What follows belongs to an exercise in optimizing a design on an open flow for small area, a short achievable clock period and few clock cycles per item; a production flow would make more cautious choices.
At most, simulation tests tie the RTL to the original design; equivalence was not proved.
The RTL of runs 1 and 2 was laid out without a check of its function.
No activity file was given, so power comes from the tool's default toggle rates.

==> flow/design.v <==
package pbr_pkg;
  localparam int NUM_RULES_DEF = 8;
  localparam int IDX_W         = 3;
  localparam int MASK_W        = 16;
  localparam int PRIO_W        = 8;
  localparam int COORD_W       = 8;
  localparam int FORM_W        = 2;
  localparam int KEY_W         = 8;
  localparam int CFG_IDX_W     = 3;
  localparam int CFG_DATA_W    = 16;
  localparam int IN_DATA_W     = 96;
  localparam int OUT_DATA_W    = 56;
  localparam logic [2:0] ST_RESOLVED    = 3'd0;
  localparam logic [2:0] ST_NO_MATCH    = 3'd1;
  localparam logic [2:0] ST_AMBIGUOUS   = 3'd2;
  localparam logic [2:0] ST_BAD_OUTPUTS = 3'd3;
  localparam logic [2:0] ST_BAD_POLICY  = 3'd4;
  localparam logic [2:0] ST_BAD_KEY     = 3'd5;
  localparam logic [2:0] ST_BAD_FORM    = 3'd6;
endpackage
module pbr_cell (
  input  logic        clk,
  input  logic        rst_n,
  input  logic        we,
  input  logic [95:0] wdata,
  input  logic [15:0] buttons,
  output logic        fire,
  output logic [7:0]  prio,
  output logic [15:0] outs,
  output logic [1:0]  form,
  output logic        needs,
  output logic [15:0] pos
);
  logic        live_r;
  logic [15:0] trig_r;
  always_ff @(posedge clk) begin
    if (!rst_n)  live_r <= 1'b0;
    else if (we) live_r <= wdata[3] && (wdata[19:4] != 16'd0);
  end
  always_ff @(posedge clk) begin
    if (we) begin
      trig_r <= wdata[19:4];
      prio   <= wdata[27:20];
      form   <= wdata[29:28];
      needs  <= wdata[46];
      outs   <= wdata[70:55];
      pos    <= {(wdata[29:28] == 2'd0) ? wdata[45:38] : wdata[54:47], wdata[37:30]};
    end
  end
  assign fire = live_r && ((buttons & trig_r) == trig_r);
endmodule
module pbr_pick (
  input  logic [7:0]        fire,
  input  logic [63:0]       ge,
  input  logic [63:0]       eq,
  output logic [7:0]        win,
  output logic              amb
);
  logic [7:0] ambi;
  always_comb begin
    for (int i = 0; i < 8; i++) begin
      logic blk;
      logic tie;
      blk = 1'b0;
      tie = 1'b0;
      for (int j = 0; j < 8; j++) begin
        if (j < i) blk = blk | (fire[j] & ge[j*8+i]);
        if (j > i) begin
          blk = blk | (fire[j] & ~ge[i*8+j]);
          tie = tie | (fire[j] & eq[i*8+j]);
        end
      end
      win[i]  = fire[i] & ~blk;
      ambi[i] = tie;
    end
  end
  assign amb = |(win & ambi);
endmodule
module pbr_out (
  input  logic [7:0]        win,
  input  logic              amb,
  input  logic [7:0]        kx,        
  input  logic              badkey,
  input  logic [63:0]       prio,
  input  logic [127:0]      outs,
  input  logic [15:0]       form,
  input  logic [7:0]        needs,
  input  logic [127:0]      pos,
  input  logic [7:0]        stray,
  input  logic [15:0]       known,
  output logic [54:0]       res
);
  logic        found;
  logic [2:0]  sel;
  logic [7:0]  w_prio;
  logic [15:0] w_outs;
  logic [1:0]  w_form;
  logic        w_needs;
  logic [15:0] w_pos;
  logic        w_stray;
  assign found = |win;
  assign sel   = {|(win & 8'hF0), |(win & 8'hCC), |(win & 8'hAA)};
  always_comb begin
    w_prio  = '0;
    w_outs  = '0;
    w_form  = '0;
    w_needs = 1'b0;
    w_pos   = '0;
    w_stray = 1'b0;
    for (int i = 0; i < 8; i++) begin
      w_prio  = w_prio  | ({8{win[i]}}  & prio[i*8 +: 8]);
      w_outs  = w_outs  | ({16{win[i]}} & outs[i*16 +: 16]);
      w_form  = w_form  | ({2{win[i]}}  & form[i*2 +: 2]);
      w_needs = w_needs | (win[i] & needs[i]);
      w_pos   = w_pos   | ({16{win[i]}} & pos[i*16 +: 16]);
      w_stray = w_stray | (win[i] & stray[i]);
    end
  end
  logic [2:0]  status;
  logic [15:0] bits, detail;
  logic [7:0]  x, y;
  always_comb begin
    status = pbr_pkg::ST_NO_MATCH;
    bits   = '0;
    detail = '0;
    x      = '0;
    y      = '0;
    if (found) begin
      if (amb) begin
        status = pbr_pkg::ST_AMBIGUOUS;
        detail = {8'd0, w_prio};
      end else begin
        bits = w_outs & known;
        if (w_stray) begin
          status = pbr_pkg::ST_BAD_OUTPUTS;
          detail = w_outs & ~known;
        end else if (w_form == 2'd0) begin
          status = pbr_pkg::ST_RESOLVED;
          x      = w_pos[7:0];
          y      = w_pos[15:8];
        end else if (w_form == 2'd1) begin
          if (!w_needs) begin
            status = pbr_pkg::ST_BAD_POLICY;
          end else if (badkey) begin
            status = pbr_pkg::ST_BAD_KEY;
            detail = {8'd0, kx};
          end else begin
            status = pbr_pkg::ST_RESOLVED;
            x      = kx;
            y      = w_pos[15:8];
          end
        end else begin
          status = pbr_pkg::ST_BAD_FORM;
          detail = {14'd0, w_form};
        end
      end
    end
  end
  assign res = {detail, y, x, bits, sel, found, status};
endmodule
module priority_button_rule_resolver
#(
  parameter int NUM_RULES = pbr_pkg::NUM_RULES_DEF
) (
  input  logic                  clk,
  input  logic                  rst_n,
  input  logic                  in_tvalid,
  output logic                  in_tready,
  input  logic [pbr_pkg::IN_DATA_W-1:0]  in_tdata,
  input  logic [0:0]            in_tuser,
  output logic                  out_tvalid,
  input  logic                  out_tready,
  output logic [pbr_pkg::OUT_DATA_W-1:0] out_tdata,
  input  logic                  cfg_we,
  input  logic [pbr_pkg::CFG_IDX_W-1:0]  cfg_index,
  input  logic [pbr_pkg::CFG_DATA_W-1:0] cfg_wdata
);
  logic        custom_en;
  logic [7:0]  custom_l, custom_n, custom_r;
  logic [7:0]  default_l, default_n, default_r;
  logic [15:0] known;
  always_ff @(posedge clk) begin
    if (!rst_n) begin
      custom_en <= 1'b0;
      custom_l  <= 8'd0;
      custom_n  <= 8'd128;
      custom_r  <= 8'd255;
      default_l <= 8'd0;
      default_n <= 8'd128;
      default_r <= 8'd255;
      known     <= 16'hFFFF;
    end else if (cfg_we) begin
      case (cfg_index)
        3'd0: custom_en <= cfg_wdata[0];
        3'd1: custom_l  <= cfg_wdata[7:0];
        3'd2: custom_n  <= cfg_wdata[7:0];
        3'd3: custom_r  <= cfg_wdata[7:0];
        3'd4: default_l <= cfg_wdata[7:0];
        3'd5: default_n <= cfg_wdata[7:0];
        3'd6: default_r <= cfg_wdata[7:0];
        default: known  <= cfg_wdata;
      endcase
    end
  end
  logic s0_v, out_v;
  logic out_adv, s0_adv, acc, acc_wr, acc_lk;
  assign out_adv   = !out_v || out_tready;
  assign s0_adv    = !s0_v || out_adv;
  assign in_tready = s0_adv;
  assign acc       = in_tvalid && s0_adv;
  assign acc_wr    = acc && in_tuser[0];
  assign acc_lk    = acc && !in_tuser[0];
  logic [7:0]        fire;
  logic [63:0]       prio;
  logic [127:0]      outs;
  logic [15:0]       form;
  logic [7:0]        needs;
  logic [127:0]      pos;
  for (genvar g = 0; g < 8; g++) begin : g_cell
    pbr_cell u_cell (
      .clk     (clk),
      .rst_n   (rst_n),
      .we      (acc_wr && (in_tdata[2:0] == 3'(g))),
      .wdata   (in_tdata),
      .buttons (in_tdata[86:71]),
      .fire    (fire[g]),
      .prio    (prio[g*8 +: 8]),
      .outs    (outs[g*16 +: 16]),
      .form    (form[g*2 +: 2]),
      .needs   (needs[g]),
      .pos     (pos[g*16 +: 16])
    );
  end
  logic [2:0] wr_k;
  logic [7:0] wr_p;
  assign wr_k = in_tdata[2:0];
  assign wr_p = in_tdata[27:20];
  logic [7:0] p_gt, p_eq;
  for (genvar g = 0; g < 8; g++) begin : g_cmp
    assign p_gt[g] = wr_p > prio[g*8 +: 8];
    assign p_eq[g] = wr_p == prio[g*8 +: 8];
  end
  logic [63:0] ge_r, eq_r;
  always_ff @(posedge clk) begin
    for (int i = 0; i < 8; i++) begin
      for (int j = 0; j < 8; j++) if (j > i) begin
        if (acc_wr && wr_k == 3'(i)) begin
          ge_r[i*8+j] <= p_gt[j] || p_eq[j];
          eq_r[i*8+j] <= p_eq[j];
        end else if (acc_wr && wr_k == 3'(j)) begin
          ge_r[i*8+j] <= !p_gt[i];
          eq_r[i*8+j] <= p_eq[i];
        end
      end
    end
  end
  logic [7:0] stray_r;
  always_ff @(posedge clk) begin
    for (int i = 0; i < 8; i++) stray_r[i] <= |(outs[i*16 +: 16] & ~known);
  end
  logic [7:0] key;
  logic [7:0] dir_x;
  logic       key_bad;
  assign key = in_tdata[94:87];
  always_comb begin
    key_bad = 1'b0;
    case (key)
      8'd1, 8'd4, 8'd7: dir_x = custom_en ? custom_l : default_l;
      8'd3, 8'd6, 8'd9: dir_x = custom_en ? custom_r : default_r;
      8'd2, 8'd5, 8'd8: dir_x = custom_en ? custom_n : default_n;
      default: begin
        dir_x   = key;
        key_bad = 1'b1;
      end
    endcase
  end
  logic [7:0] win;
  logic       amb;
  pbr_pick u_pick (
    .fire (fire),
    .ge   (ge_r),
    .eq   (eq_r),
    .win  (win),
    .amb  (amb)
  );
  logic [7:0] s0_win;
  logic       s0_amb;
  logic [7:0] s0_kx;
  logic       s0_badkey;
  always_ff @(posedge clk) begin
    if (!rst_n)      s0_v <= 1'b0;
    else if (s0_adv) s0_v <= acc_lk;
  end
  always_ff @(posedge clk) begin
    if (s0_adv) begin
      s0_win    <= win;
      s0_amb    <= amb;
      s0_kx     <= dir_x;
      s0_badkey <= key_bad;
    end
  end
  logic [54:0] res_nxt, res_r;
  pbr_out u_out (
    .win    (s0_win),
    .amb    (s0_amb),
    .kx     (s0_kx),
    .badkey (s0_badkey),
    .prio   (prio),
    .outs   (outs),
    .form   (form),
    .needs  (needs),
    .pos    (pos),
    .stray  (stray_r),
    .known  (known),
    .res    (res_nxt)
  );
  always_ff @(posedge clk) begin
    if (!rst_n)       out_v <= 1'b0;
    else if (out_adv) out_v <= s0_v;
  end
  always_ff @(posedge clk) begin
    if (out_adv) res_r <= res_nxt;
  end
  assign out_tvalid = out_v;
  assign out_tdata  = {1'b0, res_r};
endmodule
==> flow/run.sh <==
#!/bin/bash
# synth_recipe.tcl (not shown) runs the flow's synth.tcl, then flattens the netlist and writes it again
# the make line also repeats each setting of config.mk as NAME=value (left out here)
make -C /OpenROAD-flow-scripts/flow DESIGN_CONFIG=/design/flow/config.mk WORK_HOME=/design/flow/orfs CLKGATE_MAP_FILE= SYNTH_SCRIPT=/design/flow/synth_recipe.tcl finish
==> flow/config.mk <==
export PLATFORM = sky130hd
export DESIGN_NAME = priority_button_rule_resolver
export DESIGN_NICKNAME = priority_button_rule_resolver
export VERILOG_FILES = /design/flow/design.v
export SDC_FILE = /design/flow/constraint.sdc
export NUM_CORES = 4
export LEC_CHECK = 0
export CAP_MARGIN = 20
export CORE_MARGIN = 2
export CORE_UTILIZATION = 40
export SETUP_SLACK_MARGIN = 2.3
export SLEW_MARGIN = 20
==> flow/constraint.sdc <==
create_clock -name core_clock -period 4.5 [get_ports {clk}]
set_input_delay 0.9000 -clock core_clock [delete_from_list [all_inputs] [get_ports {clk}]]
set_output_delay 0.9000 -clock core_clock [all_outputs]
set_load 0.01 [all_outputs]
==> metrics.md, run 1 <==
| Metric | Value |
|---|---|
| Outcome | timing/DRC/antenna clean |
| Floorplan row count | 97 |
| Category of the most critical setup path | in -> reg |
| Chip height | 270.8 um |
| Net switching share of the total power | 22.17% |
| Congestion Overflow GR | 0 |
| Starting density of the core | 40.53% |
| Start point of the critical path | in_tdata[84] |
| Hold slack final | 0.4516 ns |
| Post-synthesis sequential element count | 684 |
| Area of the core | 70270 um^2 |
| Final worst clock skew | 0.02582 ns |
| Total of hold buffers inserted after clock tree synthesis | 0 |
| Data required time at the worst endpoint | 4.85 ns |
| TritonCTS clock tree | built |
| DRC marker count from the first detailed-route iteration | 2333 |
| Critical register-to-register path endpoint | s0_amb |
| Synth Flop Type | sky130_fd_sc_hd__edfxtp_1 |
| Setup repair after global routing missed its margin | true |
| MaxCap Viol Count | 0 |
| TritonCTS buffer count | 74 |
| Count of pins over their slew limit | 0 |
| Routability congestion estimate from global placement | 0.9372 |
| Endpoint type of the worst setup path | flip-flop |
| # H-tree levels | 3 |
| Largest fanout on the critical path | 7 |
| TNS Setup | 0 ns |
| Mean instance size in the synthesized netlist | 14.00 um^2 |
| Net Sw Power | 3.109 mW |
| Largest vdd supply drop | 0.0003279 V |
| Internal power of the cells | 10.92 mW |
| Part of the power in combinational logic | 5.9% |
| Seq/Total Area, Yosys | 69.20% |
| Total number of vias | 20220 |
| Signed area change from the synthesized netlist to the final layout | 29.58% |
| Final period util | 65.77% |
| Cells on Worst Hold Path | 2 |
| Number of detailed-routing iterations run before antenna repair | 6 |
| Number of library cell types mapped by synthesis | 78 |
| Number of antenna violations at the first check in global routing | 7 |
| Quantity of I/O buffers inserted on ports | 176 |
| Minimum clock period after layout | 2.960 ns |
| Antenna diode count | 0 |
| Total Routed Length | 91.88 mm |
| Met2 routing resource usage after global routing | 39.00% |
| Max clock buf depth | 3 |
| Number of enable-type register cells in the synthesized netlist | 601 |
| Setup-violating endpoint count in the final report | 0 |
| Global-route total usage across every layer | 24.30% |
| I/O Pins | 179 |
| Launch point of the worst reg-to-reg path | g_cell[4].u_cell.trig_r[11] |
| Largest net degree at the start of global routing | 57 |
| Synth async-reset ratio | 0% |
| Proportion of layout cells with a drive suffix above 1 | 25.03% |
| Antenna-violating nets left | 0 |
| Arrival time reported for the critical path endpoint | 3.31 ns |
| Worst reg-to-reg path cell count | 9 |
| Worst-case headroom to the max-slew limit | 27.11% |
| Hold Crit Class | reg -> reg |
| Clock latency (worst-skew pair) | 0.63 ns |
| Wire length of the first global-routing pass | 132.1 mm |
| Worst R2R Setup Slack | 1.57 ns |
| Die Span X | 270.8 um |
| Synthesized instance count | 2034 |
| Kind of start point of the critical path | primary input |
| Met3 track demand over resource | 4.509% |
| Maximum clock frequency | 337.9 MHz |
| Clock slew at the register clock pins of the worst setup and hold paths | 0.06 ns |
| Final nets | 2614 |
| Synthesized net count | 2219 |
| Leakage power figure | 13.00 nW |
| CTS Root Cell | sky130_fd_sc_hd__clkbuf_16 |
| Count of endpoints failing hold in the final timing report | 0 |
| Share of power burned in the clock network | 43.3% |
| Crit path to | s0_amb |
| Floorplan die area | 73350 um^2 |
| Mean number of vias per cell | 5.897 |
| HPWL after DPL | 58.99 mm |
| Measured slew at the worst slew-check pin | 1.093 ns |
| Post-detailed-route wirelength per cell | 26.79 um |
| Sinks on Clock Net | 684 |
| Yosys warning count | 4 |
| Via count of the first global-routing pass | 20100 |
| DRC | 0 |
| Power density over the cells | 380.1 nW/um^2 |
| Area of the mapped netlist | 28480 um^2 |
| GRT met1 Usage | 32.43% |
| Part of the total power dissipated in sequential elements | 50.8% |
| GR peak layer | met2 |
## stage by stage
| step | area [um^2] | utilization, % | setup slack, ns | instances | total power [mW] |
|---|---|---|---|---|---|
| after floorplan | 28920 | - | 0.6735 | 2034 | 7.556 |
| after global routing | 36910 | 52.52 | 1.498 | 3429 | 14.41 |
| after global placement | 32060 | 45.62 | 0.2400 | 3139 | 7.962 |
| after detailed placement | 32060 | 45.62 | 0.2077 | 3139 | 7.982 |
| final | 36910 | 52.52 | 1.540 | 3429 | 14.03 |
| after CTS | 36240 | 51.58 | 1.598 | 3401 | 14.07 |
## flip-flops by register name, summed over array words and instances (netlist names), 16 cells and up
register	cells
g_cell.u_cell.pos	128
g_cell.u_cell.form	16
res_r	55
known	16
g_cell.u_cell.prio	64
ge_r	28
g_cell.u_cell.outs	128
g_cell.u_cell.trig_r	128
eq_r	28
## kinds of logic (layout without fill, tap and decap cells)
logic type / after synthesis / count (layout) / share of synthesized area [%]
DFF: 684 / 684 / 69.20
AOI/OAI and AO/OA: 542 / 542 / 14.47
and+or+nand+nor: 523 / 524 / 9.876
buffers and inverters: 191 / 645 / 2.557
adders and majority gates: 64 / 64 / 2.812
muxes: 27 / 27 / 1.006
xor gates and xnor gates: 2 / 2 / 0.06152
other: 1 / 1 / 0.01317
## cell usage after synthesis (9+ instances only)
cell	number	share of area [%]
sky130_fd_sc_hd__edfxtp_1	601	63
sky130_fd_sc_hd__nand2_1	176	2.3
sky130_fd_sc_hd__a22oi_1	151	4.0
sky130_fd_sc_hd__inv_1	97	1.3
sky130_fd_sc_hd__dfxtp_1	83	5.8
sky130_fd_sc_hd__o21ai_0	71	1.2
sky130_fd_sc_hd__nor2b_1	70	1.5
sky130_fd_sc_hd__a22o_1	65	2.0
sky130_fd_sc_hd__ha_1	64	2.8
sky130_fd_sc_hd__clkbuf_1	62	0.82
sky130_fd_sc_hd__a221oi_1	57	1.8
sky130_fd_sc_hd__nand4_1	47	1.0
sky130_fd_sc_hd__nor2_1	44	0.58
sky130_fd_sc_hd__a21boi_0	36	0.95
sky130_fd_sc_hd__nand2b_1	33	0.72
sky130_fd_sc_hd__a21oi_1	23	0.40
sky130_fd_sc_hd__nand3_1	23	0.40
sky130_fd_sc_hd__and3_1	21	0.46
sky130_fd_sc_hd__a31oi_1	19	0.42
sky130_fd_sc_hd__a222oi_1	18	0.63
sky130_fd_sc_hd__o211ai_1	18	0.47
sky130_fd_sc_hd__nor3_1	17	0.30
sky130_fd_sc_hd__clkinv_1	16	0.21
sky130_fd_sc_hd__mux2i_1	14	0.49
sky130_fd_sc_hd__nor4_1	14	0.31
sky130_fd_sc_hd__buf_1	13	0.17
sky130_fd_sc_hd__mux2_2	13	0.51
sky130_fd_sc_hd__or2_2	13	0.29
sky130_fd_sc_hd__a2111o_1	12	0.47
sky130_fd_sc_hd__a21o_1	12	0.32
sky130_fd_sc_hd__and4_1	11	0.34
sky130_fd_sc_hd__and2b_1	9	0.24
sky130_fd_sc_hd__nor3b_1	9	0.24
## worst max-delay path, cell delays in order
cell	delay (ns)
sky130_fd_sc_hd__buf_6	0.11
sky130_fd_sc_hd__buf_6	0.12
sky130_fd_sc_hd__nor2b_1	0.05
sky130_fd_sc_hd__a2111o_1	0.41
sky130_fd_sc_hd__or4_4	0.59
sky130_fd_sc_hd__nor2_8	0.18
sky130_fd_sc_hd__a221oi_2	0.10
sky130_fd_sc_hd__and3_4	0.16
sky130_fd_sc_hd__a22o_1	0.20
sky130_fd_sc_hd__or4_1	0.47
## worst min-delay path by stage
stage | startpoint | to | slack (ns)
after floorplan | custom_n[7] | custom_n[7] | 0.44
after global placement | default_r[3] | default_r[3] | 0.45
after detailed placement | s0_v | out_v | 0.45
after CTS | s0_v | out_v | 0.45
after global routing | default_l[1] | default_l[1] | 0.48
final | s0_v | out_v | 0.45
## power groups by stage
stage               logic [mW]  registers, mW  clock network, mW
global placement         0.711           7.25                  0
CTS                      0.791           7.12               6.16
global route             0.888           7.13               6.39
detailed placement       0.727           7.25                  0
finish                   0.834           7.13               6.07
floorplan                0.323           7.23                  0
## placed cells by master, fill, tap and decap left out, types with 16 or more instances in the layout
cell type / Yosys / routed
sky130_fd_sc_hd__edfxtp_1: 601 / 601
sky130_fd_sc_hd__nand2_1: 176 / 160
sky130_fd_sc_hd__buf_4: 1 / 146
sky130_fd_sc_hd__a22oi_1: 151 / 128
sky130_fd_sc_hd__dfxtp_1: 83 / 82
sky130_fd_sc_hd__clkdlybuf4s50_1: 0 / 80
sky130_fd_sc_hd__clkbuf_16: 0 / 78
sky130_fd_sc_hd__inv_1: 97 / 77
sky130_fd_sc_hd__nor2b_1: 70 / 66
sky130_fd_sc_hd__a22o_1: 65 / 65
sky130_fd_sc_hd__ha_1: 64 / 60
sky130_fd_sc_hd__a221oi_1: 57 / 55
sky130_fd_sc_hd__buf_6: 1 / 51
sky130_fd_sc_hd__nand4_1: 47 / 47
sky130_fd_sc_hd__clkdlybuf4s15_1: 0 / 38
sky130_fd_sc_hd__a21boi_0: 36 / 35
sky130_fd_sc_hd__o21ai_0: 71 / 31
sky130_fd_sc_hd__nand2b_1: 33 / 28
sky130_fd_sc_hd__o21ai_1: 1 / 28
sky130_fd_sc_hd__clkinv_1: 16 / 28
sky130_fd_sc_hd__buf_2: 0 / 28
sky130_fd_sc_hd__a22oi_2: 0 / 23
sky130_fd_sc_hd__nor2_1: 44 / 22
sky130_fd_sc_hd__nand3_1: 23 / 22
sky130_fd_sc_hd__a222oi_1: 18 / 18
sky130_fd_sc_hd__o211ai_1: 18 / 18
sky130_fd_sc_hd__buf_12: 0 / 17
sky130_fd_sc_hd__a21oi_2: 0 / 16
## layout make-up
type / instances / area, um^2
well taps: 940 / 1176
repair inverters: 1 / 7.507
clock inverters: 44 / 440.4
fillers: 5773 / 33370
repair buffers: 394 / 3859
flip-flops and latches: 684 / 19710
clock buffers: 92 / 1961
multi-input cells: 1160 / 9271
inverters: 114 / 480.5
## layer usage
| layer | part of all wire (%) | vias to the layer above | routed length [um] |
|---|---|---|---|
| met5 | 0.069 | - | 63 |
| met3 | 8.5 | 222 | 7798 |
| met1 | 40 | 10070 | 36830 |
| met2 | 47 | 1056 | 43460 |
| met4 | 4.1 | 10 | 3721 |
| li1 | - | 8868 | - |
## timing repair
item	in CTS	in global routing
resized for setup	495	129
gates cloned	6	3
setup buffers	120	24
setup endpoints to repair	647	215
pin swaps	72	64
==> inputs of run 2 (changes only) <==
--- a/flow/design.v
+++ b/flow/design.v
@@ -84,8 +84,8 @@
   input  logic [63:0]       prio,
   input  logic [127:0]      outs,
-  input  logic [15:0]       form,
-  input  logic [7:0]        needs,
   input  logic [127:0]      pos,
-  input  logic [7:0]        stray,
+  input  logic              w_stray,   
+  input  logic [1:0]        w_form,    
+  input  logic              w_needs,   
   input  logic [15:0]       known,
   output logic [54:0]       res
@@ -95,8 +95,5 @@
   logic [7:0]  w_prio;
   logic [15:0] w_outs;
-  logic [1:0]  w_form;
-  logic        w_needs;
   logic [15:0] w_pos;
-  logic        w_stray;
   assign found = |win;
   assign sel   = {|(win & 8'hF0), |(win & 8'hCC), |(win & 8'hAA)};
@@ -104,15 +101,9 @@
     w_prio  = '0;
     w_outs  = '0;
-    w_form  = '0;
-    w_needs = 1'b0;
     w_pos   = '0;
-    w_stray = 1'b0;
     for (int i = 0; i < 8; i++) begin
       w_prio  = w_prio  | ({8{win[i]}}  & prio[i*8 +: 8]);
       w_outs  = w_outs  | ({16{win[i]}} & outs[i*16 +: 16]);
-      w_form  = w_form  | ({2{win[i]}}  & form[i*2 +: 2]);
-      w_needs = w_needs | (win[i] & needs[i]);
       w_pos   = w_pos   | ({16{win[i]}} & pos[i*16 +: 16]);
-      w_stray = w_stray | (win[i] & stray[i]);
     end
   end
@@ -255,7 +246,7 @@
     end
   end
-  logic [7:0] stray_r;
-  always_ff @(posedge clk) begin
-    for (int i = 0; i < 8; i++) stray_r[i] <= |(outs[i*16 +: 16] & ~known);
+  logic [7:0] stray;
+  for (genvar g = 0; g < 8; g++) begin : g_stray
+    assign stray[g] = |(outs[g*16 +: 16] & ~known);
   end
   logic [7:0] key;
@@ -284,6 +275,22 @@
     .amb  (amb)
   );
+  logic       w_stray;
+  logic [1:0] w_form;
+  logic       w_needs;
+  always_comb begin
+    w_stray = 1'b0;
+    w_form  = '0;
+    w_needs = 1'b0;
+    for (int i = 0; i < 8; i++) begin
+      w_stray = w_stray | (win[i] & stray[i]);
+      w_form  = w_form  | ({2{win[i]}} & form[i*2 +: 2]);
+      w_needs = w_needs | (win[i] & needs[i]);
+    end
+  end
   logic [7:0] s0_win;
   logic       s0_amb;
+  logic       s0_stray;
+  logic [1:0] s0_form;
+  logic       s0_needs;
   logic [7:0] s0_kx;
   logic       s0_badkey;
@@ -296,4 +303,7 @@
       s0_win    <= win;
       s0_amb    <= amb;
+      s0_stray  <= w_stray;
+      s0_form   <= w_form;
+      s0_needs  <= w_needs;
       s0_kx     <= dir_x;
       s0_badkey <= key_bad;
@@ -308,8 +318,8 @@
     .prio   (prio),
     .outs   (outs),
-    .form   (form),
-    .needs  (needs),
     .pos    (pos),
-    .stray  (stray_r),
+    .w_stray (s0_stray),
+    .w_form  (s0_form),
+    .w_needs (s0_needs),
     .known  (known),
     .res    (res_nxt)
==> metrics.md, run 2 <==
| Metric | Value |
|---|---|
| Outcome | timing/DRC/antenna clean |
| Chip height | 270.5 um |
| Top cells by area, synth | sky130_fd_sc_hd__edfxtp_1, sky130_fd_sc_hd__dfxtp_1, sky130_fd_sc_hd__a22oi_1, sky130_fd_sc_hd__ha_1, sky130_fd_sc_hd__nand2_1 |
| Number of detailed-routing iterations run before antenna repair | 6 |
| CTS Root Cell | sky130_fd_sc_hd__clkbuf_16 |
| Floorplan die area | 73180 um^2 |
| Data required time at the worst endpoint | 4.85 ns |
| TritonCTS buffer count | 71 |
| HPWL after DPL | 57.06 mm |
| Count of endpoints failing hold in the final timing report | 0 |
| Dominant combinational cell family by area after synthesis | compound AO/OA/AOI/OAI gates |
| Setup repair after global routing missed its margin | true |
| Mean number of vias per cell | 5.889 |
| Congestion Overflow GR | 0 |
| TritonCTS clock tree | built |
| Clock latency (worst-skew pair) | 0.62 ns |
| Total number of vias | 19700 |
| Cell with the most instances after synthesis | sky130_fd_sc_hd__edfxtp_1 |
| Number of antenna violations at the first check in global routing | 4 |
| Number of fillers in the final layout | 5961 |
| Mean instance size in the synthesized netlist | 14.01 um^2 |
| Top Registers | g_cell.u_cell.outs x128, g_cell.u_cell.pos x128, g_cell.u_cell.trig_r x128 |
| Top cells by instance count after synthesis | sky130_fd_sc_hd__edfxtp_1, sky130_fd_sc_hd__nand2_1, sky130_fd_sc_hd__a22oi_1 |
| Worst-case headroom to the max-slew limit | 46.32% |
| Mux contribution to synthesized area | 1.453% |
| Largest net degree at the start of global routing | 62 |
| Synthesized instance count | 2028 |
| Non-Filler Instances | 3345 |
| Arrival time reported for the critical path endpoint | 3.32 ns |
| Category of the most critical setup path | in -> reg |
| Hold slack final | 0.4631 ns |
| XOR/XNOR share of the synthesized area | 0.03083% |
| Quantity of I/O buffers inserted on ports | 176 |
| Die Span X | 270.5 um |
| Share of the synthesized area in the top cell type | 63.94% |
| TNS Setup | 0 ns |
| Sinks on Clock Net | 680 |
| Adder-cell share of the synthesized area | 2.818% |
| PnR Total Power | 13.69 mW |
| I/O Pins | 179 |
| Endpoint type of the worst setup path | flip-flop |
| Final period util | 65.90% |
| Floorplan row count | 97 |
| Power density over the cells | 384.6 nW/um^2 |
| Area fraction in compound gates after synthesis | 14.06% |
| Largest fanout on the critical path | 6 |
| Area of the core | 70150 um^2 |
| Total Routed Length | 88.62 mm |
| Max Used Layer | met5 |
| Measured slew at the worst slew-check pin | 0.8023 ns |
| Post-detailed-route wirelength per cell | 26.49 um |
| Wire length of the first global-routing pass | 128.8 mm |
| Number of instances in the placed design | 3131 |
| Synth async-reset ratio | 0% |
| Most frequent cells in the layout | sky130_fd_sc_hd__edfxtp_1, sky130_fd_sc_hd__nand2_1, sky130_fd_sc_hd__a22oi_1, sky130_fd_sc_hd__buf_4, sky130_fd_sc_hd__clkdlybuf4s50_1 |
| Starting density of the core | 40.50% |
| Synth Flop Type | sky130_fd_sc_hd__edfxtp_1 |
| Number of enable-type register cells in the synthesized netlist | 605 |
| DRC | 0 |
| Post-synthesis sequential element count | 680 |
| Wire length the detailed router placed on met1 | 35.82 mm |
| Simple-gate portion of the synthesized area | 9.873% |
| Leakage power figure | 12.44 nW |
| # H-tree levels | 3 |
| Max clock buf depth | 3 |
| Largest vdd supply drop | 0.0003616 V |
| Setup-violating endpoint count in the final report | 0 |
| Seq/Total Area, Yosys | 69.23% |
| Global-route total usage across every layer | 23.58% |
| Count of pins over their slew limit | 0 |
| Number of library cell types mapped by synthesis | 70 |
| Minimum clock period after layout | 2.966 ns |
| Yosys warning count | 4 |
| Antenna-violating nets left | 0 |
| Area of the mapped netlist | 28410 um^2 |
| Clock slew at the register clock pins of the worst setup and hold paths | 0.06 ns |
| Hold Crit Class | reg -> reg |
| Final worst clock skew | 0.02196 ns |
| MaxCap Viol Count | 0 |
| Most common cell after layout, fill and taps aside | sky130_fd_sc_hd__edfxtp_1 |
| Synthesized net count | 2213 |
| DRC marker count from the first detailed-route iteration | 2329 |
| Via count of the first global-routing pass | 19530 |
| Util after Layout | 50.75% |
| Metal3 WL | 7.980 mm |
| Proportion of layout cells with a drive suffix above 1 | 19.80% |
| Cell accounting for the most synthesized area | sky130_fd_sc_hd__edfxtp_1 |
| Final nets | 2532 |
| Routability congestion estimate from global placement | 0.9398 |
| Met2 wire length | 41.95 mm |
| Maximum clock frequency | 337.2 MHz |
| Kind of start point of the critical path | primary input |
| Signed area change from the synthesized netlist to the final layout | 25.30% |
[run 2: cell types whose count changed in the layout (fill, tap and decap cells not counted), moves of 10 or more]
cell | previous run | this run
sky130_fd_sc_hd__a22oi_2 | 23 | 9
sky130_fd_sc_hd__a22o_1 | 65 | 55
sky130_fd_sc_hd__dlygate4sd2_1 | 7 | 21
sky130_fd_sc_hd__nor2_1 | 22 | 40
sky130_fd_sc_hd__buf_4 | 146 | 108
sky130_fd_sc_hd__a21oi_1 | 7 | 24
sky130_fd_sc_hd__nand2_1 | 160 | 173
sky130_fd_sc_hd__buf_2 | 28 | 15
sky130_fd_sc_hd__nand3_1 | 22 | 35
sky130_fd_sc_hd__o21ai_1 | 28 | 16
sky130_fd_sc_hd__nor2b_1 | 66 | 77
sky130_fd_sc_hd__buf_6 | 51 | 29
sky130_fd_sc_hd__a22oi_1 | 128 | 142
[run 2: critical path, stage by stage]
cell and delay, ns:
sky130_fd_sc_hd__buf_6 0.07, sky130_fd_sc_hd__buf_6 0.10, sky130_fd_sc_hd__buf_4 0.11, sky130_fd_sc_hd__nor2b_1 0.04, sky130_fd_sc_hd__a2111o_1 0.37, sky130_fd_sc_hd__or4_4 0.59
sky130_fd_sc_hd__buf_4 0.17, sky130_fd_sc_hd__nor3_1 0.34, sky130_fd_sc_hd__nor4_4 0.10, sky130_fd_sc_hd__buf_6 0.16, sky130_fd_sc_hd__a221oi_2 0.26, sky130_fd_sc_hd__o211ai_2 0.11
[run 2: final timing paths]
path	startpoint	endpoint	slack [ns]	depth (start not counted)
setup / recovery	in_tdata[81]	s0_amb	1.53	12
hold / removal	default_n[1]	default_n[1]	0.46	2
setup reg to reg	g_cell[4].u_cell.trig_r[9]	s0_amb	1.54	9
hold reg to reg	default_n[1]	default_n[1]	0.46	2
[run 2: cells by family (layout without fill, tap and decap cells)]
group | after synthesis | after routing
and+or+nand+nor | 538 | 538
adders and majority gates | 64 | 64
AOI/OAI and AO/OA | 515 | 515
muxes | 39 | 39
buffers and inverters | 190 | 566
DFF | 680 | 680
other | 1 | 2
xor gates and xnor gates | 1 | 1
[run 2: repair_timing]
action / in CTS / in global routing
pin swaps: 55 / 44
cloned: 3 / 3
gates resized for setup: 381 / 133
hold buffers: 0 / 0
endpoints found under the setup margin: 759 / 303
setup buffers: 50 / 27
[run 2: layout make-up]
| type | instances | area (um^2) | area share (%) |
|---|---|---|---|
| clock inverter | 35 | 361.6 | 1.016 |
| clock buffer | 95 | 1928 | 5.416 |
| antenna | 1 | 2.502 | 0.007029 |
| multi-input combinational | 1158 | 8780 | 24.66 |
| timing repair buffer | 326 | 3226 | 9.061 |
| tap | 940 | 1176 | 3.304 |
| inverter | 110 | 455.4 | 1.279 |
| sequential | 680 | 19670 | 55.26 |
[run 2: where the power goes]
part / switching (mW) / internal, mW
Combinational: 0.480 / 0.313
Clock: 2.49 / 3.34
Sequential: 0.0664 / 7.01
[run 2: per-stage QoR]
step,area (um^2),worst slack (ns)
after floorplan,28550,1.003
after global placement,31750,0.08989
after detailed placement,31750,0.05349
after CTS,34910,1.581
after global routing,35600,1.470
final,35600,1.534
[run 2: layer usage]
layer / track usage (%) / up-vias
met4: 7.837 / 6
li1: - / 8656
met5: 0 / -
met2: 38.74 / 1009
met1: 31.62 / 9851
met3: 4.313 / 178
==> inputs of run 3 (changes only) <==
--- a/flow/design.v
+++ b/flow/design.v
@@ -50,12 +50,29 @@
   assign fire = live_r && ((buttons & trig_r) == trig_r);
 endmodule
-module pbr_pick (
+module pbr_out (
   input  logic [7:0]        fire,
-  input  logic [63:0]       ge,
+  input  logic [63:0]       ge,        
   input  logic [63:0]       eq,
-  output logic [7:0]        win,
-  output logic              amb
+  input  logic [7:0]        kx,        
+  input  logic              badkey,
+  input  logic [63:0]       prio,
+  input  logic [127:0]      outs,
+  input  logic [15:0]       form,
+  input  logic [7:0]        needs,
+  input  logic [127:0]      pos,
+  input  logic [7:0]        stray,
+  input  logic [15:0]       known,
+  output logic [54:0]       res
 );
-  logic [7:0] ambi;
+  logic [7:0]  win;
+  logic [7:0]  ambi;
+  logic        found, amb;
+  logic [2:0]  sel;
+  logic [7:0]  w_prio;
+  logic [15:0] w_outs;
+  logic [1:0]  w_form;
+  logic        w_needs;
+  logic [15:0] w_pos;
+  logic        w_stray;
   always_comb begin
     for (int i = 0; i < 8; i++) begin
@@ -75,35 +92,21 @@
     end
   end
-  assign amb = |(win & ambi);
-endmodule
-module pbr_out (
-  input  logic [7:0]        win,
-  input  logic              amb,
-  input  logic [7:0]        kx,        
-  input  logic              badkey,
-  input  logic [63:0]       prio,
-  input  logic [127:0]      outs,
-  input  logic [127:0]      pos,
-  input  logic              w_stray,   
-  input  logic [1:0]        w_form,    
-  input  logic              w_needs,   
-  input  logic [15:0]       known,
-  output logic [54:0]       res
-);
-  logic        found;
-  logic [2:0]  sel;
-  logic [7:0]  w_prio;
-  logic [15:0] w_outs;
-  logic [15:0] w_pos;
-  assign found = |win;
+  assign found = |fire;
+  assign amb   = |(win & ambi);
   assign sel   = {|(win & 8'hF0), |(win & 8'hCC), |(win & 8'hAA)};
   always_comb begin
     w_prio  = '0;
     w_outs  = '0;
+    w_form  = '0;
+    w_needs = 1'b0;
     w_pos   = '0;
+    w_stray = 1'b0;
     for (int i = 0; i < 8; i++) begin
       w_prio  = w_prio  | ({8{win[i]}}  & prio[i*8 +: 8]);
       w_outs  = w_outs  | ({16{win[i]}} & outs[i*16 +: 16]);
+      w_form  = w_form  | ({2{win[i]}}  & form[i*2 +: 2]);
+      w_needs = w_needs | (win[i] & needs[i]);
       w_pos   = w_pos   | ({16{win[i]}} & pos[i*16 +: 16]);
+      w_stray = w_stray | (win[i] & stray[i]);
     end
   end
@@ -223,12 +226,17 @@
     );
   end
-  logic [2:0] wr_k;
-  logic [7:0] wr_p;
-  assign wr_k = in_tdata[2:0];
-  assign wr_p = in_tdata[27:20];
+  logic       upd_v;
+  logic [2:0] upd_k;
+  logic [7:0] upd_p;
+  always_ff @(posedge clk) begin
+    if (!rst_n) upd_v <= 1'b0;
+    else        upd_v <= acc_wr;
+    upd_k <= in_tdata[2:0];
+    upd_p <= in_tdata[27:20];
+  end
   logic [7:0] p_gt, p_eq;
   for (genvar g = 0; g < 8; g++) begin : g_cmp
-    assign p_gt[g] = wr_p > prio[g*8 +: 8];
-    assign p_eq[g] = wr_p == prio[g*8 +: 8];
+    assign p_gt[g] = upd_p > prio[g*8 +: 8];
+    assign p_eq[g] = upd_p == prio[g*8 +: 8];
   end
   logic [63:0] ge_r, eq_r;
@@ -236,8 +244,8 @@
     for (int i = 0; i < 8; i++) begin
       for (int j = 0; j < 8; j++) if (j > i) begin
-        if (acc_wr && wr_k == 3'(i)) begin
+        if (upd_v && upd_k == 3'(i)) begin
           ge_r[i*8+j] <= p_gt[j] || p_eq[j];
           eq_r[i*8+j] <= p_eq[j];
-        end else if (acc_wr && wr_k == 3'(j)) begin
+        end else if (upd_v && upd_k == 3'(j)) begin
           ge_r[i*8+j] <= !p_gt[i];
           eq_r[i*8+j] <= p_eq[i];
@@ -246,7 +254,7 @@
     end
   end
-  logic [7:0] stray;
-  for (genvar g = 0; g < 8; g++) begin : g_stray
-    assign stray[g] = |(outs[g*16 +: 16] & ~known);
+  logic [7:0] stray_r;
+  always_ff @(posedge clk) begin
+    for (int i = 0; i < 8; i++) stray_r[i] <= |(outs[i*16 +: 16] & ~known);
   end
   logic [7:0] key;
@@ -266,31 +274,5 @@
     endcase
   end
-  logic [7:0] win;
-  logic       amb;
-  pbr_pick u_pick (
-    .fire (fire),
-    .ge   (ge_r),
-    .eq   (eq_r),
-    .win  (win),
-    .amb  (amb)
-  );
-  logic       w_stray;
-  logic [1:0] w_form;
-  logic       w_needs;
-  always_comb begin
-    w_stray = 1'b0;
-    w_form  = '0;
-    w_needs = 1'b0;
-    for (int i = 0; i < 8; i++) begin
-      w_stray = w_stray | (win[i] & stray[i]);
-      w_form  = w_form  | ({2{win[i]}} & form[i*2 +: 2]);
-      w_needs = w_needs | (win[i] & needs[i]);
-    end
-  end
-  logic [7:0] s0_win;
-  logic       s0_amb;
-  logic       s0_stray;
-  logic [1:0] s0_form;
-  logic       s0_needs;
+  logic [7:0] s0_fire;
   logic [7:0] s0_kx;
   logic       s0_badkey;
@@ -301,9 +283,5 @@
   always_ff @(posedge clk) begin
     if (s0_adv) begin
-      s0_win    <= win;
-      s0_amb    <= amb;
-      s0_stray  <= w_stray;
-      s0_form   <= w_form;
-      s0_needs  <= w_needs;
+      s0_fire   <= fire;
       s0_kx     <= dir_x;
       s0_badkey <= key_bad;
@@ -312,14 +290,15 @@
   logic [54:0] res_nxt, res_r;
   pbr_out u_out (
-    .win    (s0_win),
-    .amb    (s0_amb),
+    .fire   (s0_fire),
+    .ge     (ge_r),
+    .eq     (eq_r),
     .kx     (s0_kx),
     .badkey (s0_badkey),
     .prio   (prio),
     .outs   (outs),
+    .form   (form),
+    .needs  (needs),
     .pos    (pos),
-    .w_stray (s0_stray),
-    .w_form  (s0_form),
-    .w_needs (s0_needs),
+    .stray  (stray_r),
     .known  (known),
     .res    (res_nxt)
--- a/flow/config.mk
+++ b/flow/config.mk
@@ -9,4 +9,4 @@
 export CORE_MARGIN = 2
 export CORE_UTILIZATION = 40
-export SETUP_SLACK_MARGIN = 2.3
+export SETUP_SLACK_MARGIN = 0.15
 export SLEW_MARGIN = 20
==> metrics.md, run 3 <==
| Metric | Value |
|---|---|
| Area of the core | 70270 um^2 |
| Final nets | 2423 |
| Setup repair after global routing missed its margin | false |
| Proportion of layout cells with a drive suffix above 1 | 9.091% |
| Top Registers | g_cell.u_cell.outs x128, g_cell.u_cell.pos x128, g_cell.u_cell.trig_r x128 |
| Share of power burned in the clock network | 42.4% |
| Placement Cell Area | 31580 um^2 |
| Number of library cell types mapped by synthesis | 74 |
| TritonCTS buffer count | 74 |
| Clock latency (worst-skew pair) | 0.62 ns |
| Internal power of the cells | 10.71 mW |
| Largest vdd supply drop | 0.0003207 V |
| Setup-violating endpoint count in the final report | 0 |
| Part of the power in combinational logic | 5.0% |
| Post-synthesis sequential element count | 695 |
| Kind of start point of the critical path | flip-flop |
| Quantity of I/O buffers inserted on ports | 176 |
| Number of detailed-routing iterations run before antenna repair | 6 |
| Util after Layout | 48.27% |
| Cell with the most instances after synthesis | sky130_fd_sc_hd__edfxtp_1 |
| Mean instance size in the synthesized netlist | 14.08 um^2 |
| Met2 wire length | 41.80 mm |
| Die Span X | 270.7 um |
| Crit path buffers/inverters | 0 |
| Sinks on Clock Net | 695 |
| Starting density of the core | 40.48% |
| Net switching share of the total power | 22.24% |
| Synthesized instance count | 2020 |
| Global-route total usage across every layer | 23.44% |
| PnR Total Power | 13.78 mW |
| MaxCap Viol Count | 0 |
| Synthesized net count | 2205 |
| Floorplan row count | 97 |
| DRC marker count from the first detailed-route iteration | 2605 |
| Ordered cell list for the critical path | or2b_1 > o2111ai_1 > a2111oi_0 > a221oi_1 > and4_1 > and2_1 > and3_4 > a221o_1 |
| Most common cell after layout, fill and taps aside | sky130_fd_sc_hd__edfxtp_1 |
| Congestion Overflow GR | 0 |
| Outcome | timing/DRC/antenna clean |
| Endpoint type of the worst setup path | flip-flop |
| Seq/Total Area, Yosys | 70.02% |
| # H-tree levels | 3 |
| Cell accounting for the most synthesized area | sky130_fd_sc_hd__edfxtp_1 |
| Metal3 WL | 6.767 mm |
| Wire length of the first global-routing pass | 127.6 mm |
| Top cells by instance count after synthesis | sky130_fd_sc_hd__edfxtp_1, sky130_fd_sc_hd__nand2_1, sky130_fd_sc_hd__dfxtp_1 |
| Via count of the first global-routing pass | 18930 |
| Cell family contributing the most delay on the critical path | compound AO/OA/AOI/OAI gates |
| Mean number of vias per cell | 5.936 |
| Floorplan die area | 73270 um^2 |
| Minimum clock period after layout | 3.862 ns |
| Count of endpoints failing hold in the final timing report | 0 |
| Maximum clock frequency | 258.9 MHz |
| Number of fillers in the final layout | 6064 |
| Critical-path top delay cell | sky130_fd_sc_hd__a2111oi_0 |
| Top cells by area, synth | sky130_fd_sc_hd__edfxtp_1, sky130_fd_sc_hd__dfxtp_1, sky130_fd_sc_hd__nand2_1, sky130_fd_sc_hd__ha_1, sky130_fd_sc_hd__a22o_1 |
| Signed area change from the synthesized netlist to the final layout | 19.24% |
| Post-Layout Inst Area | 33920 um^2 |
| Clock slew at the register clock pins of the worst setup and hold paths | 0.06 ns |
| Area of the mapped netlist | 28450 um^2 |
| Synth async-reset ratio | 0% |
| Routability congestion estimate from global placement | 0.9142 |
| Total number of vias | 19240 |
| Final worst clock skew | 0.01967 ns |
| Data required time at the worst endpoint | 4.86 ns |
| Number of antenna violations at the first check in global routing | 3 |
| Number of enable-type register cells in the synthesized netlist | 600 |
| Count of pins over their slew limit | 0 |
| TNS Setup | 0 ns |
| Net Sw Power | 3.064 mW |
| Total Routed Length | 87.05 mm |
| Worst-case headroom to the max-slew limit | 30.25% |
| DRC | 0 |
| Largest stage delay, worst path | 0.92 ns |
| Synth Flop Type | sky130_fd_sc_hd__edfxtp_1 |
| Chip height | 270.7 um |
| Largest fanout on the critical path | 19 |
| HPWL after DPL | 57.94 mm |
| Arrival time reported for the critical path endpoint | 4.23 ns |
| Post-cts resize count | 0 |
| CTS Root Cell | sky130_fd_sc_hd__clkbuf_16 |
| Non-Filler Instances | 3241 |
| Final period util | 85.82% |
| Category of the most critical setup path | reg -> reg |
| Max Used Layer | met5 |
| Total of hold buffers inserted after clock tree synthesis | 0 |
| Most frequent cells in the layout | sky130_fd_sc_hd__edfxtp_1, sky130_fd_sc_hd__nand2_1, sky130_fd_sc_hd__clkdlybuf4s50_1, sky130_fd_sc_hd__dfxtp_1, sky130_fd_sc_hd__inv_1 |
| Wire length the detailed router placed on met1 | 35.58 mm |
| TritonCTS clock tree | built |
| Part of the total power dissipated in sequential elements | 52.5% |
| Share of the synthesized area in the top cell type | 63.33% |
| Leakage power figure | 11.44 nW |
| Setup bufs post-CTS | 0 |
| Yosys warning count | 3 |
| Max clock buf depth | 3 |
| Hold Crit Class | reg -> reg |
| Power density over the cells | 406.2 nW/um^2 |
| Measured slew at the worst slew-check pin | 1.020 ns |
| Post-detailed-route wirelength per cell | 26.86 um |
| I/O Pins | 179 |
| Antenna-violating nets left | 0 |
| Largest net degree at the start of global routing | 61 |
| Number of instances in the placed design | 3102 |
run 3: cell count changes after synthesis, moves of 13 or more:
cell                       delta
sky130_fd_sc_hd__nand2_1     +44
sky130_fd_sc_hd__a221oi_1    +22
sky130_fd_sc_hd__a22oi_1     -70
sky130_fd_sc_hd__a222oi_1    +41
sky130_fd_sc_hd__clkbuf_1    -21
sky130_fd_sc_hd__mux2i_1     -13
sky130_fd_sc_hd__nand4_1     -13
sky130_fd_sc_hd__dfxtp_1     +20
sky130_fd_sc_hd__nor2b_1     -61
sky130_fd_sc_hd__a22o_1      +19
run 3: power by group through the flow:
| stage | Sequential [mW] | Combinational, mW | Clock [mW] |
|---|---|---|---|
| final | 7.24 | 0.691 | 5.85 |
| after global routing | 7.25 | 0.742 | 6.20 |
| after CTS | 7.24 | 0.688 | 5.94 |
| after detailed placement | 7.37 | 0.684 | 0 |
| after global placement | 7.37 | 0.675 | 0 |
| after floorplan | 7.35 | 0.298 | 0 |
run 3: worst reg2reg max path, cell delays in order (launching register included):
cell and delay [ns]:
sky130_fd_sc_hd__edfxtp_1 0.65, sky130_fd_sc_hd__or2b_1 0.26, sky130_fd_sc_hd__o2111ai_1 0.19, sky130_fd_sc_hd__a2111oi_0 0.92, sky130_fd_sc_hd__a221oi_1 0.09, sky130_fd_sc_hd__and4_1 0.38
sky130_fd_sc_hd__and2_1 0.46, sky130_fd_sc_hd__and3_4 0.30, sky130_fd_sc_hd__a221o_1 0.37
run 3: layout make-up:
type	count	area, um^2	area share, %
sequential	695	19920	58.72
multi-input combinational	1130	7804	23.00
timing repair buffer	224	2255	6.647
clock buffer	96	1996	5.883
tap	940	1176	3.467
inverter	113	426.7	1.258
clock inverter	41	341.6	1.007
antenna	2	5.005	0.01475
run 3: path summary, 6_finish.rpt:
kind | slack (ns) | depth (start not counted) | end | from
worst max register to register | 0.64 | 8 | res_r[42] | s0_fire[5]
worst max-delay path | 0.64 | 8 | res_r[42] | s0_fire[5]
worst min-delay path | 0.47 | 1 | out_v | s0_v
worst min register to register | 0.47 | 1 | out_v | s0_v
run 3: cells by family after synthesis:
kind of cell    Yosys count  share of synthesized area (%)
fa+ha+maj                64                          2.815
simple gates            513                          8.972
buf+inv                 195                          2.863
other cells               1                        0.01318
flops                   695                          70.02
mux                      21                         0.7961
compound gates          529                          14.46
xor+xnor                  2                        0.06158
run 3: metal layers:
| metal | vias to the layer above | global-route usage [%] |
|---|---|---|
| li1 | 8467 | - |
| met1 | 9601 | 31.61 |
| met2 | 981 | 38.45 |
| met5 | - | 0 |
| met3 | 183 | 3.941 |
| met4 | 6 | 7.953 |
run 3: metrics by stage:
step / setup slack [ns] / hold WS, ns
floorplan: -0.3617 / 0.4351
global placement: 0.7912 / 0.4488
detailed placement: 0.7580 / 0.4510
CTS: 0.7379 / 0.4653
global route: 0.4979 / 0.4865
finish: 0.6381 / 0.4650
Testbench counts of run 3, summed over its fixed seeds: cycles 12,016, items 12,000.

==> static timing again, ports no longer ideal <==
In the flow no input, the clock included, has a driving cell. The finished layouts below were timed again as built, in two steps.
Step 1 (the two cells are an assumption about what drives the block):
set clk [get_ports {clk}]
set_driving_cell -lib_cell sky130_fd_sc_hd__clkbuf_16 $clk
set_driving_cell -lib_cell sky130_fd_sc_hd__buf_2 [delete_from_list [all_inputs] $clk]
Step 2, shift: input delay + t, output delay - t, t = (earliest + latest rising clock arrival at the registers) / 2. This alone moves slack from input paths to output paths.
a / b / c = ideal / step 1 / step 2; a / b = the first two.
| run | shift t [ns] | slack for setup (ns) | hold WS [ns] |
|---|---|---|---|
| run 1 | 0.682 | 1.540 / 1.564 / 0.882 | 0.452 / 0.452 / 0.452 |
| run 2 | 0.678 | 1.534 / 1.544 / 0.877 | 0.463 / 0.463 / 0.463 |
| run 3 | 0.679 | 0.638 / 0.638 / 0.638 | 0.465 / 0.465 / 0.465 |
After both steps every run listed still meets setup and hold. The setup slack of run 1, which loses most, moves by +0.024 ns with the drivers and by -0.658 ns with both steps.
